What follows belongs to an exercise in optimizing a design on an open flow for small area and few clock cycles per item; a production flow would make more cautious choices. Only simulation tests tie the RTL to the original design; equivalence was not proved.

==> flow/design.v, too long to show whole: its modules and the start of the top module <==
// module argb_unpremultiply_pixel_top: 992 lines
module argb_unpremultiply_pixel_top (
    input  logic       i_clk,
    input  logic       i_rst_n,
    input  logic       i_valid,
    output logic       o_stall,
    input  logic [7:0] i_alpha,
    input  logic [7:0] i_red_in,
    input  logic [7:0] i_green_in,
    input  logic [7:0] i_blue_in,
    input  logic       i_region_end_in,
    output logic       o_valid,
    input  logic       i_stall,
    output logic [7:0] o_red_out,
    output logic [7:0] o_green_out,
    output logic [7:0] o_blue_out,
    output logic       o_wrapped,
    output logic       o_region_end_out
);
  // ...
==> flow/flow/run.sh <==
#!/bin/bash
# Own layout flow: the standard flow (standard.sh, all ORFS steps, standard synthesis)
# with one change: the port buffers that global placement inserts are
# sky130_fd_sc_hd__buf_1 cells (buffer_ports -buffer_cell) instead of ORFS's pick.
# make's full output goes to own_flow.log; ORFS keeps each step's log under orfs/logs/.
set -euo pipefail
W=$PWD
python3 - "$W" <<'PY'
import sys, re, shlex
w = sys.argv[1]
s = open(w + "/standard.sh").read()
s, n = re.subn(r"(SYNTH_SCRIPT=\S+)", lambda m: m.group(1) + " "
               + shlex.quote("BUFFER_PORTS_ARGS=-buffer_cell sky130_fd_sc_hd__buf_1"), s)
assert n == 1, "SYNTH_SCRIPT not found in standard.sh"
open(w + "/own_standard.sh", "w").write(s)
PY
bash "$W/own_standard.sh" > "$W/own_flow.log" 2>&1
==> flow/standard.sh <==
#!/bin/bash
# synth_recipe.tcl (not shown) runs the flow's synth.tcl, then flattens the netlist and writes it again
# the make line also repeats each setting of config.mk as NAME=value (left out here)
make -C /OpenROAD-flow-scripts/flow DESIGN_CONFIG=/design/flow/config.mk WORK_HOME=/design/flow/orfs CLKGATE_MAP_FILE= SYNTH_SCRIPT=/design/flow/synth_recipe.tcl "${@:-finish}"
==> flow/config.mk <==
export PLATFORM = sky130hd
export DESIGN_NAME = argb_unpremultiply_pixel_top
export DESIGN_NICKNAME = argb_unpremultiply_pixel_top
export VERILOG_FILES = /design/flow/design.v
export SDC_FILE = /design/flow/constraint.sdc
export NUM_CORES = 4
export LEC_CHECK = 0
export ABC_AREA = 1
export CAP_MARGIN = 20
export CORE_MARGIN = 2
export CORE_UTILIZATION = 60
export PLACE_DENSITY = 0.75
export SETUP_SLACK_MARGIN = -0.45
export SLEW_MARGIN = 20
==> flow/constraint.sdc <==
create_clock -name core_clock -period 9.5 [get_ports {i_clk}]
set_input_delay 1.9000 -clock core_clock [delete_from_list [all_inputs] [get_ports {i_clk}]]
set_output_delay 1.9000 -clock core_clock [all_outputs]
set_load 0.01 [all_outputs]
==> reports/qor.csv, run 1 <==
stage,metric,value,unit
global_routing,pin count of the biggest net entering global routing,80,
global_routing,number of antenna violations at the first check in global routing,0,
sta,Final Hold Slack,0.416,ns
route,final WL,42.4,mm
floorplanning,effective utilization at floorplan,61.1,%
floorplanning,Die Ht,170,um
layout,nets,2547,
synthesis,Area contributors post-synth,"sky130_fd_sc_hd__edfxtp_1 21%, sky130_fd_sc_hd__nand2_1 17%, sky130_fd_sc_hd__xor2_1 11%",
route,first-iteration detailed-routing DRC count,1031,
sta,Relative slew margins,33.8,%
global_routing,residual overflow from global routing,0,
outcome,run status,"complete, no violations",
global_routing,Total Routing Usage GR,30.0,%
synthesis,number of nets in the synthesized netlist,2530,
synthesis,complex-gate fraction of the synthesized area,5.73,%
setup_path,Crit Reg-Reg Endpoint,s2_g_rem[1]$_DFFE_PN_,
placed_design,worst setup slack before clock tree synthesis,0.203,ns
synthesis,cell types with the highest counts after synthesis,"754 x sky130_fd_sc_hd__nand2_1, 335 x sky130_fd_sc_hd__nand3_1, 294 x sky130_fd_sc_hd__inv_1",
cts,clock buffer depth,2,
cts,clock edge transition at the registers on the reported setup and hold paths,0.05,ns
layout,"most common cell after layout, fill and taps aside",sky130_fd_sc_hd__nand2_1,
layout,final standard cell area without fillers,17000,um2
setup_path,category of the critical setup timing path,flip-flop to output pin,
Testbench counts, summed over its fixed seeds: cycles 12,016, items 12,000.
==> run 2, diff against run 1 <==
--- a/flow/design.v
+++ b/flow/design.v
@@ -21,3 +21,3 @@
     wire [7:0] r_h0 = i_red_in - {7'd0, |i_red_in};
-    wire r_z0 = i_red_in == 8'd0;
+    wire [7:0] r_l0 = ~r_h0 & {8{|i_red_in}};
     wire [0:0] r_t0 = r_h0[7];
@@ -30,3 +30,3 @@
     wire [7:0] g_h0 = i_green_in - {7'd0, |i_green_in};
-    wire g_z0 = i_green_in == 8'd0;
+    wire [7:0] g_l0 = ~g_h0 & {8{|i_green_in}};
     wire [0:0] g_t0 = g_h0[7];
@@ -39,3 +39,3 @@
     wire [7:0] b_h0 = i_blue_in - {7'd0, |i_blue_in};
-    wire b_z0 = i_blue_in == 8'd0;
+    wire [7:0] b_l0 = ~b_h0 & {8{|i_blue_in}};
     wire [0:0] b_t0 = b_h0[7];
@@ -252,10 +252,7 @@
     logic [0:0] s1_qor;
-    logic [7:0] s1_r_h;
-    logic [0:0] s1_r_z;
+    logic [7:0] s1_r_l;
     logic [5:0] s1_r_rem;
-    logic [7:0] s1_g_h;
-    logic [0:0] s1_g_z;
+    logic [7:0] s1_g_l;
     logic [5:0] s1_g_rem;
-    logic [7:0] s1_b_h;
-    logic [0:0] s1_b_z;
+    logic [7:0] s1_b_l;
     logic [5:0] s1_b_rem;
@@ -270,10 +267,7 @@
             s1_qor <= qor5;
-            s1_r_h <= r_h0;
-            s1_r_z <= r_z0;
+            s1_r_l <= r_l0;
             s1_r_rem <= r_r5;
-            s1_g_h <= g_h0;
-            s1_g_z <= g_z0;
+            s1_g_l <= g_l0;
             s1_g_rem <= g_r5;
-            s1_b_h <= b_h0;
-            s1_b_z <= b_z0;
+            s1_b_l <= b_l0;
             s1_b_rem <= b_r5;
@@ -281,3 +275,4 @@
     end
-    wire [6:0] r_t6 = {s1_r_rem, s1_r_h[1]};
+    wire [7:0] r_h1 = ~s1_r_l & {8{|s1_r_l}};
+    wire [6:0] r_t6 = {s1_r_rem, r_h1[1]};
     wire [7:0] r_b6;
@@ -300,3 +295,4 @@
     assign r_r6[6] = r_t6[6] ^ (r_q6 && (s1_a[6] ^ r_b6[6]));
-    wire [6:0] g_t6 = {s1_g_rem, s1_g_h[1]};
+    wire [7:0] g_h1 = ~s1_g_l & {8{|s1_g_l}};
+    wire [6:0] g_t6 = {s1_g_rem, g_h1[1]};
     wire [7:0] g_b6;
@@ -319,3 +315,4 @@
     assign g_r6[6] = g_t6[6] ^ (g_q6 && (s1_a[6] ^ g_b6[6]));
-    wire [6:0] b_t6 = {s1_b_rem, s1_b_h[1]};
+    wire [7:0] b_h1 = ~s1_b_l & {8{|s1_b_l}};
+    wire [6:0] b_t6 = {s1_b_rem, b_h1[1]};
     wire [7:0] b_b6;
@@ -339,3 +336,3 @@
     wire qor6 = s1_qor | r_q6 | g_q6 | b_q6;
-    wire [7:0] r_t7 = {r_r6, s1_r_h[0]};
+    wire [7:0] r_t7 = {r_r6, r_h1[0]};
     wire [8:0] r_b7;
@@ -360,3 +357,3 @@
     assign r_r7[7] = r_t7[7] ^ (r_q7 && (s1_a[7] ^ r_b7[7]));
-    wire [7:0] g_t7 = {g_r6, s1_g_h[0]};
+    wire [7:0] g_t7 = {g_r6, g_h1[0]};
     wire [8:0] g_b7;
@@ -381,3 +378,3 @@
     assign g_r7[7] = g_t7[7] ^ (g_q7 && (s1_a[7] ^ g_b7[7]));
-    wire [7:0] b_t7 = {b_r6, s1_b_h[0]};
+    wire [7:0] b_t7 = {b_r6, b_h1[0]};
     wire [8:0] b_b7;
@@ -403,4 +400,3 @@
     wire qor7 = qor6 | r_q7 | g_q7 | b_q7;
-    wire [7:0] r_l1 = ~s1_r_h & {8{!s1_r_z}};
-    wire [8:0] r_t8 = {r_r7, r_l1[7]};
+    wire [8:0] r_t8 = {r_r7, s1_r_l[7]};
     wire [9:0] r_b8;
@@ -426,6 +422,5 @@
     assign r_r8[7] = r_t8[7] ^ (r_q8 && (s1_a[7] ^ r_b8[7]));
-    wire [6:0] r_lr8 = r_l1[6:0];
+    wire [6:0] r_lr8 = s1_r_l[6:0];
     wire [0:0] r_Q8 = r_q8;
-    wire [7:0] g_l1 = ~s1_g_h & {8{!s1_g_z}};
-    wire [8:0] g_t8 = {g_r7, g_l1[7]};
+    wire [8:0] g_t8 = {g_r7, s1_g_l[7]};
     wire [9:0] g_b8;
@@ -451,6 +446,5 @@
     assign g_r8[7] = g_t8[7] ^ (g_q8 && (s1_a[7] ^ g_b8[7]));
-    wire [6:0] g_lr8 = g_l1[6:0];
+    wire [6:0] g_lr8 = s1_g_l[6:0];
     wire [0:0] g_Q8 = g_q8;
-    wire [7:0] b_l1 = ~s1_b_h & {8{!s1_b_z}};
-    wire [8:0] b_t8 = {b_r7, b_l1[7]};
+    wire [8:0] b_t8 = {b_r7, s1_b_l[7]};
     wire [9:0] b_b8;
@@ -476,3 +470,3 @@
     assign b_r8[7] = b_t8[7] ^ (b_q8 && (s1_a[7] ^ b_b8[7]));
-    wire [6:0] b_lr8 = b_l1[6:0];
+    wire [6:0] b_lr8 = s1_b_l[6:0];
     wire [0:0] b_Q8 = b_q8;
==> run 2 against run 1 <==
Synthesized cell count is 0.44% lower. Critical endpoint unchanged. Global-route usage is 1.3 points lower. Synthesized area is 1.7% lower. Fmax is 0.86% lower. Non-clock buffer count is 5 higher. Hold slack better by 0.010 ns. Largest cell class unchanged. Register-to-register slack worse by 0.07 ns. Setup slack worse by 0.080 ns.
==> reports/qor.csv, run 2 <==
stage,metric,value,unit,change
layout,nets,2532,,"was 2,547"
synthesis,most repeated cell in the gate-level netlist after synthesis,sky130_fd_sc_hd__nand2_1,,unchanged
route,count of antenna-violating nets left after detailed routing,0,,unchanged
sta,worst clock skew,0.0176,ns,was 0.0129 ns
layout,area added between synthesis and finish,1.94,%,was 3.10%
sta,Final Hold Slack,0.426,ns,was 0.416 ns
route,first-iteration detailed-routing DRC count,1136,,"was 1,031"
floorplanning,effective utilization at floorplan,60.5,%,was 61.1%
setup_path,Worst EP required,7.60,ns,about the same
cts,library cell used as clock root buffer,sky130_fd_sc_hd__clkbuf_16,,unchanged
cts,Clock Latency Late Sink,0.37,ns,was 0.44 ns
setup_path,CP max stage delay,0.43,ns,was 0.42 ns
synthesis,Synth Cell Area,16200,um2,"was 16,500 um2"
synthesis,register bit total from synthesis,112,,was 115
setup_path,"most used cell, CP",sky130_fd_sc_hd__nand2_1,,unchanged
synthesis,cell type with the largest total area after synthesis,sky130_fd_sc_hd__edfxtp_1,,unchanged
cts,clock buffer depth,2,,unchanged
global_routing,via count of the first global-routing pass,14421,,"was 14,941"
placed_design,worst setup slack before clock tree synthesis,0.337,ns,was 0.203 ns
global_routing,pin count of the biggest net entering global routing,71,,was 80
hold_path,worst min-delay path category,flip-flop to flip-flop,,unchanged
route,routed via count,15522,,"was 15,779"
layout,post-route insts no fill,2838,,"was 2,857"
flow_run,# Max-Cap Violations,0,,unchanged
floorplanning,Die Ht,168,um,was 170 um
synthesis,number of nets in the synthesized netlist,2516,,"was 2,530"
cts,CTS tree,yes,,unchanged
synthesis,post-synth cell types,60,,was 59
cts,clock sinks,112,,was 115
sta,Relative slew margins,41.8,%,was 33.8%
placed_design,count of placed standard cells including taps,2815,,"was 2,820"
sta,fin crit period,9.24,ns,was 9.16 ns
synthesis,Mapped Avg Cell Area,6.53,um2,was 6.62 um2
floorplanning,Die Area,28300,um2,"was 28,800 um2"
layout,fraction of final layout cells with drive strength greater than 1,13.0,%,was 15.5%
sta,final worst-path cycle share,97.2,%,was 96.4%
floorplanning,# rows,60,,unchanged
outcome,run status,"complete, no violations",,unchanged
floorplanning,Die Wd,168,um,was 170 um
route,routed length per instance,14.3,um,was 14.9 um
synthesis,area share of the leading cell type in the synthesized netlist,20.4,%,was 20.6%
cts,clock edge transition at the registers on the reported setup and hold paths,0.07,ns,was 0.05 ns
placed_design,final estimated routing congestion in global placement,0.901,,was 0.913
sta,least setup slack across all paths after layout,0.262,ns,was 0.342 ns
setup_path,source of the worst register-to-register timing path,s1_a[2]$_DFFE_PN_,,was s1_a[0]$_DFFE_PN_
sta,number of pins exceeding their max-slew limit in the final report,0,,unchanged
sta,Tightest Pin Transition,0.872,ns,was 0.994 ns
cts,total clock buffers created by CTS,9,,was 17
global_routing,residual overflow from global routing,0,,unchanged
synthesis,Area contributors post-synth,"sky130_fd_sc_hd__edfxtp_1 20%, sky130_fd_sc_hd__nand2_1 19%, sky130_fd_sc_hd__xor2_1 11%",,"was sky130_fd_sc_hd__edfxtp_1 21%, sky130_fd_sc_hd__nand2_1 17%, sky130_fd_sc_hd__xor2_1 11%"
route,drt drc,0,,unchanged
setup_path,kind of launch point of the worst setup path,flip-flop,,unchanged
synthesis,dominant register cell in the synthesized netlist,sky130_fd_sc_hd__edfxtp_1,,unchanged
synthesis,cell types with the highest counts after synthesis,"809 x sky130_fd_sc_hd__nand2_1, 318 x sky130_fd_sc_hd__nand3_1, 291 x sky130_fd_sc_hd__inv_1",,"was 754 x sky130_fd_sc_hd__nand2_1, 335 x sky130_fd_sc_hd__nand3_1, 294 x sky130_fd_sc_hd__inv_1"
synthesis,register area share after synthesis,20.7,%,was 20.9%
setup_path,Worst Setup SP,s2_a[1]$_DFFE_PN_,,unchanged
sta,total count of hold-check failures in the final report,0,,unchanged
setup_path,category of the critical setup timing path,flip-flop to output pin,,unchanged
sta,final number of setup-violating endpoints,0,,unchanged
setup_path,cell type of the slowest stage on the worst timing path,sky130_fd_sc_hd__edfxtp_1,,unchanged
global_routing,number of antenna violations at the first check in global routing,0,,unchanged
global_routing,Total Routing Usage GR,28.8,%,was 30.0%
route,drt pass-1 iters,5,,was 6
route,final WL,40.6,mm,was 42.4 mm
layout,"leading cell types in the layout, fill and taps excluded","808 x sky130_fd_sc_hd__nand2_1, 318 x sky130_fd_sc_hd__nand3_1, 289 x sky130_fd_sc_hd__inv_1",,"was 751 x sky130_fd_sc_hd__nand2_1, 334 x sky130_fd_sc_hd__nand3_1, 292 x sky130_fd_sc_hd__inv_1"
synthesis,count of flip-flops with a built-in enable after synthesis,110,,was 113
floorplanning,Ports,65,,unchanged
layout,"most common cell after layout, fill and taps aside",sky130_fd_sc_hd__nand2_1,,unchanged
setup_path,arrival time of data at the critical path endpoint,7.34,ns,was 7.26 ns
global_routing,first-pass GRT wire length,67.6,mm,was 70.2 mm
placed_design,quantity of I/O buffers inserted on ports,64,,unchanged
setup_path,CP Capture Type,output pin,,unchanged
setup_path,worst-path fanout max,9,,was 12
placed_design,detailed placement HPWL,31.4,mm,was 31.8 mm
cts,total number of H-tree levels,3,,was 4
synthesis,Gate Count Post-Synth,2476,,"was 2,487"
sta,Max Clock Freq,108,MHz,was 109 MHz
floorplanning,core box area,26700,um2,"was 27,000 um2"
synthesis,Post-synth ARST share,0,%,unchanged
sta,Setup TNS,0,ns,unchanged
layout,Antenna diodes,0,,unchanged
synthesis,number of synthesis warnings,1,,unchanged
hold_path,source of the worst hold timing path,s1_end$_DFFE_PN_,,unchanged
route,average vias per placed instance,5.47,,was 5.52
run 2: cell types whose count changed in the layout (fill, tap and decap cells not counted), sizes merged, moves of 6 or more:
cell,before,now
a21boi,10,17
clkbuf,19,12
inv,325,303
nand2,882,876
nand3,421,412
nand4,27,19
nor2,126,154
xor2,207,201
run 2: what timing repair did:
action / CTS / global route
setup endpoints to repair: 0 / 3
hold buffers: 0 / 0
gates resized for setup: 0 / 29
endpoints found under the hold margin: 0 / 0
setup buffers: 0 / 4
run 2: logic make-up (layout without fill, tap and decap cells):
| kind of cell | after synthesis | count (layout) | share of synthesized area [%] |
|---|---|---|---|
| and+or+nand+nor | 1537 | 1539 | 45.2 |
| AOI/OAI and AO/OA | 177 | 177 | 6.90 |
| DFF | 112 | 112 | 20.7 |
| xor gates and xnor gates | 239 | 239 | 13.3 |
| buffers and inverters | 408 | 427 | 13.7 |
| adders and majority gates | 3 | 3 | 0.232 |
run 2: final timing paths:
check                     endpoint  slack, ns  depth (start not counted)
min reg2reg       s2_end$_DFFE_PN_       0.43                          0
max                  o_blue_out[0]       0.26                         59
max reg2reg  s2_r_rem[0]$_DFFE_PN_       1.06                         67
min               s2_end$_DFFE_PN_       0.43                          0
run 2: metal layers:
metal  global-route usage, %  wire [um]
met4                    11.1       1440
met3                    2.77       2210
met5                       0          0
met1                    34.9      17000
met2                    52.4      19900
run 2: worst max-delay path: cells and delay by family (launching register included):
kind	cells	cell delay, ns
AO/OA/AOI/OAI	19	2.17
AND/OR/NAND/NOR	34	3.44
XOR/XNOR	3	0.47
flip-flops	1	0.43
buffers and inverters	3	0.43
run 2: layout make-up:
type | count | area, um2
Multi-Input combinational cell | 1958 | 10700
Fill cell | 2497 | 10200
Sequential cell | 112 | 3340
Inverter | 306 | 1160
Timing Repair Buffer | 104 | 543
Tap cell | 341 | 427
Clock buffer | 10 | 229
Clock inverter | 6 | 66.3
Timing Repair inverter | 1 | 5.00
run 2: per-stage QoR:
stage | utilization (%) | cell area [um2]
final | 61.7 | 16500
after global routing | 61.7 | 16500
after floorplan | - | 16200
after global placement | 60.1 | 16000
after CTS | 61.2 | 16300
after detailed placement | 60.1 | 16000
Testbench counts of run 2, summed over its fixed seeds: cycles 12,016, items 12,000.
==> run 3, diff against run 2 <==
--- a/flow/config.mk
+++ b/flow/config.mk
@@ -12,3 +12,3 @@
 export PLACE_DENSITY = 0.75
-export SETUP_SLACK_MARGIN = -0.45
+export SETUP_SLACK_MARGIN = -0.35
 export SLEW_MARGIN = 20
==> run 3 against run 2 <==
Still clean on timing, DRC and antenna. Sequential share of layout area about the same. Die area did not move. Fmax shrank 0.10%. Highest routed layer unchanged.
==> reports/qor.csv, run 3 <==
stage,metric,value,unit,change
outcome,run status,"complete, no violations",,unchanged
route,first-iteration detailed-routing DRC count,1241,,"was 1,136"
setup_path,Crit Reg-Reg Endpoint,s2_r_rem[0]$_DFFE_PN_,,unchanged
sta,final worst-path cycle share,97.3,%,was 97.2%
setup_path,source of the worst register-to-register timing path,s1_a[2]$_DFFE_PN_,,unchanged
setup_path,CP Capture Type,output pin,,unchanged
synthesis,count of flip-flops with a built-in enable after synthesis,110,,unchanged
sta,final number of setup-violating endpoints,0,,unchanged
cts,clock buffer depth,2,,unchanged
synthesis,dominant register cell in the synthesized netlist,sky130_fd_sc_hd__edfxtp_1,,unchanged
synthesis,area share of the leading cell type in the synthesized netlist,20.4,%,unchanged
global_routing,pin count of the biggest net entering global routing,71,,unchanged
cts,Hold Buf Count CTS,0,,unchanged
route,routed via count,15556,,"was 15,522"
flow_run,# Max-Cap Violations,0,,unchanged
route,drt pass-1 iters,5,,unchanged
floorplanning,effective utilization at floorplan,60.5,%,unchanged
sta,total count of hold-check failures in the final report,0,,unchanged
setup_path,kind of launch point of the worst setup path,flip-flop,,unchanged
setup_path,arrival time of data at the critical path endpoint,7.35,ns,was 7.34 ns
sta,Setup TNS,0,ns,unchanged
hold_path,number of cells on the worst hold path,0,,unchanged
cts,clock edge transition at the registers on the reported setup and hold paths,0.07,ns,about the same
sta,Max Clock Freq,108,MHz,about the same
synthesis,Area contributors post-synth,"sky130_fd_sc_hd__edfxtp_1 20%, sky130_fd_sc_hd__nand2_1 19%, sky130_fd_sc_hd__xor2_1 11%",,unchanged
synthesis,most repeated cell in the gate-level netlist after synthesis,sky130_fd_sc_hd__nand2_1,,unchanged
placed_design,final estimated routing congestion in global placement,0.901,,unchanged
setup_path,cell type of the slowest stage on the worst timing path,sky130_fd_sc_hd__edfxtp_1,,unchanged
synthesis,Gate Count Post-Synth,2476,,unchanged
synthesis,cell types with the highest counts after synthesis,"809 x sky130_fd_sc_hd__nand2_1, 318 x sky130_fd_sc_hd__nand3_1, 291 x sky130_fd_sc_hd__inv_1",,unchanged
floorplanning,Die Wd,168,um,unchanged
setup_path,number of buffers and inverters on the critical path,3,,unchanged
synthesis,Mapped Avg Cell Area,6.53,um2,unchanged
hold_path,worst hold path endpoint,s2_end$_DFFE_PN_,,unchanged
synthesis,register area share after synthesis,20.7,%,unchanged
cts,CTS tree,yes,,unchanged
layout,Layout Utilization,61.8,%,was 61.7%
cts,total number of H-tree levels,3,,unchanged
route,average vias per placed instance,5.48,,was 5.47
route,final WL,40.7,mm,was 40.6 mm
sta,setup repair after global routing missed its margin,yes,,
floorplanning,# rows,60,,unchanged
sta,Tightest Pin Transition,0.863,ns,was 0.872 ns
route,drt drc,0,,unchanged
layout,Antenna diodes,0,,unchanged
floorplanning,core box area,26700,um2,unchanged
placed_design,detailed placement HPWL,31.4,mm,unchanged
route,routed length per instance,14.3,um,about the same
synthesis,Post-synth ARST share,0,%,unchanged
hold_path,source of the worst hold timing path,s1_end$_DFFE_PN_,,unchanged
route,count of antenna-violating nets left after detailed routing,0,,unchanged
layout,nets,2532,,unchanged
setup_path,cell class contributing the biggest share of worst-path delay,simple AND/OR/NAND/NOR gates,,unchanged
setup_path,category of the critical setup timing path,flip-flop to output pin,,unchanged
cts,library cell used as clock root buffer,sky130_fd_sc_hd__clkbuf_16,,unchanged
floorplanning,Die Ht,168,um,unchanged
global_routing,residual overflow from global routing,0,,unchanged
global_routing,Total Routing Usage GR,28.8,%,unchanged
setup_path,worst-path fanout max,9,,unchanged
cts,Clock Latency Late Sink,0.37,ns,about the same
global_routing,first-pass GRT wire length,67.6,mm,unchanged
layout,"leading cell types in the layout, fill and taps excluded","807 x sky130_fd_sc_hd__nand2_1, 318 x sky130_fd_sc_hd__nand3_1, 289 x sky130_fd_sc_hd__inv_1",,"was 808 x sky130_fd_sc_hd__nand2_1, 318 x sky130_fd_sc_hd__nand3_1, 289 x sky130_fd_sc_hd__inv_1"
synthesis,number of nets in the synthesized netlist,2516,,unchanged
layout,fraction of final layout cells with drive strength greater than 1,13.2,%,was 13.0%
setup_path,Worst EP required,7.60,ns,about the same
synthesis,number of synthesis warnings,1,,unchanged
synthesis,cell type with the largest total area after synthesis,sky130_fd_sc_hd__edfxtp_1,,unchanged
floorplanning,Die Area,28300,um2,unchanged
hold_path,worst min-delay path category,flip-flop to flip-flop,,unchanged
floorplanning,Ports,65,,unchanged
cts,clock sinks,112,,unchanged
sta,fin crit period,9.25,ns,was 9.24 ns
sta,Relative slew margins,42.5,%,was 41.8%
sta,number of pins exceeding their max-slew limit in the final report,0,,unchanged
global_routing,via count of the first global-routing pass,14421,,unchanged
setup_path,"most used cell, CP",sky130_fd_sc_hd__nand2_1,,unchanged
layout,area added between synthesis and finish,2.05,%,was 1.94%
synthesis,register bit total from synthesis,112,,unchanged
setup_path,register-to-register setup slack,1.04,ns,was 1.06 ns
setup_path,Reg2Reg Depth,67,,unchanged
sta,worst clock skew,0.0168,ns,was 0.0176 ns
cts,total clock buffers created by CTS,9,,unchanged
setup_path,CP max stage delay,0.43,ns,about the same
placed_design,quantity of I/O buffers inserted on ports,64,,unchanged
global_routing,number of antenna violations at the first check in global routing,0,,unchanged
layout,"most common cell after layout, fill and taps aside",sky130_fd_sc_hd__nand2_1,,unchanged
synthesis,Synth Cell Area,16200,um2,unchanged
synthesis,post-synth cell types,60,,unchanged
run 3: cell counts after synthesis:
Identical to the previous run, type by type.
run 3: routing by layer:
| metal | track usage (%) | share of wire [%] |
|---|---|---|
| met1 | 34.9 | 42 |
| met4 | 11.1 | 3.7 |
| met3 | 2.77 | 5.5 |
| met5 | 0 | 0 |
| met2 | 52.4 | 49 |
run 3: cell type report:
| class | count | area (um2) |
|---|---|---|
| Clock buffer | 10 | 229 |
| Clock inverter | 6 | 66.3 |
| Fill cell | 2493 | 10200 |
| Inverter | 306 | 1160 |
| Multi-Input combinational cell | 1958 | 10700 |
| Sequential cell | 112 | 3340 |
| Tap cell | 341 | 427 |
| Timing Repair Buffer | 104 | 543 |
| Timing Repair inverter | 1 | 5.00 |
run 3: worst max path at each step:
stage	start	end	slack, ns	depth (start not counted)
6_report	s2_a[1]$_DFFE_PN_	o_blue_out[0]	0.25	59
5_1_grt	s2_a[0]$_DFFE_PN_	o_red_out[0]	-0.53	61
4_1_cts	s2_a[0]$_DFFE_PN_	o_blue_out[0]	-0.07	60
3_5_place_dp	s2_a[0]$_DFFE_PN_	o_blue_out[0]	0.34	60
3_3_place_gp	i_alpha[6]	s1_b_rem[2]$_DFFE_PN_	0.41	54
2_1_floorplan	s2_a[1]$_DFFE_PN_	o_red_out[0]	1.41	61
run 3: per-stage QoR:
| stage | instance area (um2) | setup slack (ns) | std cells | hold slack [ns] |
|---|---|---|---|---|
| after floorplan | 16200 | 1.41 | 2476 | 0.400 |
| after global placement | 16000 | 0.410 | 2815 | 0.401 |
| after detailed placement | 16000 | 0.337 | 2815 | 0.414 |
| after CTS | 16300 | -0.0743 | 2831 | 0.430 |
| after global routing | 16500 | -0.527 | 2838 | 0.435 |
| final | 16500 | 0.253 | 2838 | 0.426 |
run 3: kinds of logic after synthesis:
logic type / Yosys count / share of synthesized area (%)
xor+xnor: 239 / 13.3
simple gates: 1537 / 45.2
fa+ha+maj: 3 / 0.232
buf+inv: 408 / 13.7
flops: 112 / 20.7
compound gates: 177 / 6.90
run 3: worst reg2reg max path, delay by kind of cell, from the launching register on:
kind / cells / cell delay (ns)
flip-flops: 1 / 0.38
AO/OA/AOI/OAI: 1 / 0.36
AND/OR/NAND/NOR: 60 / 5.84
buffers and inverters: 4 / 1.03
XOR/XNOR: 2 / 0.59
run 3: what timing repair did:
action	4_1_cts	5_1_grt
endpoints found under the setup margin	0	3
gates resized for setup	0	33
setup buffers	0	4

-- port drivers added, routing unchanged --
In the flow no input, the clock included, has a driving cell. The finished layouts below were timed again as built, in two steps. Step 1 assumes that a clkbuf_16 drives the clock port and a buf_2 every other input. Step 2 times the ports against the registers' clock, not the clock port: input delays grow and output delays shrink by t, the midpoint of the rising clock arrivals with the driver on. Slacks: ideal ports / drivers / drivers and shift; pairs: ideal ports / drivers.
run | shift t [ns] | setup slack, ns | hold WS [ns] | latest minus earliest clock arrival (ns) | cell pins on the clock port's net
run 1 | 0.479 | 0.342 / 0.291 / 0.088 | 0.416 / 0.416 / 0.416 | 0.013 / 0.013 | 1
run 2 | 0.409 | 0.262 / 0.212 / 0.196 | 0.426 / 0.426 / 0.426 | 0.018 / 0.018 | 1
run 3 | 0.408 | 0.253 / 0.203 / 0.242 | 0.426 / 0.426 / 0.426 | 0.018 / 0.019 | 1
After both steps every run listed still meets setup and hold. The setup slack of run 1, which loses most, moves by -0.051 ns with the drivers and by -0.254 ns with both steps.
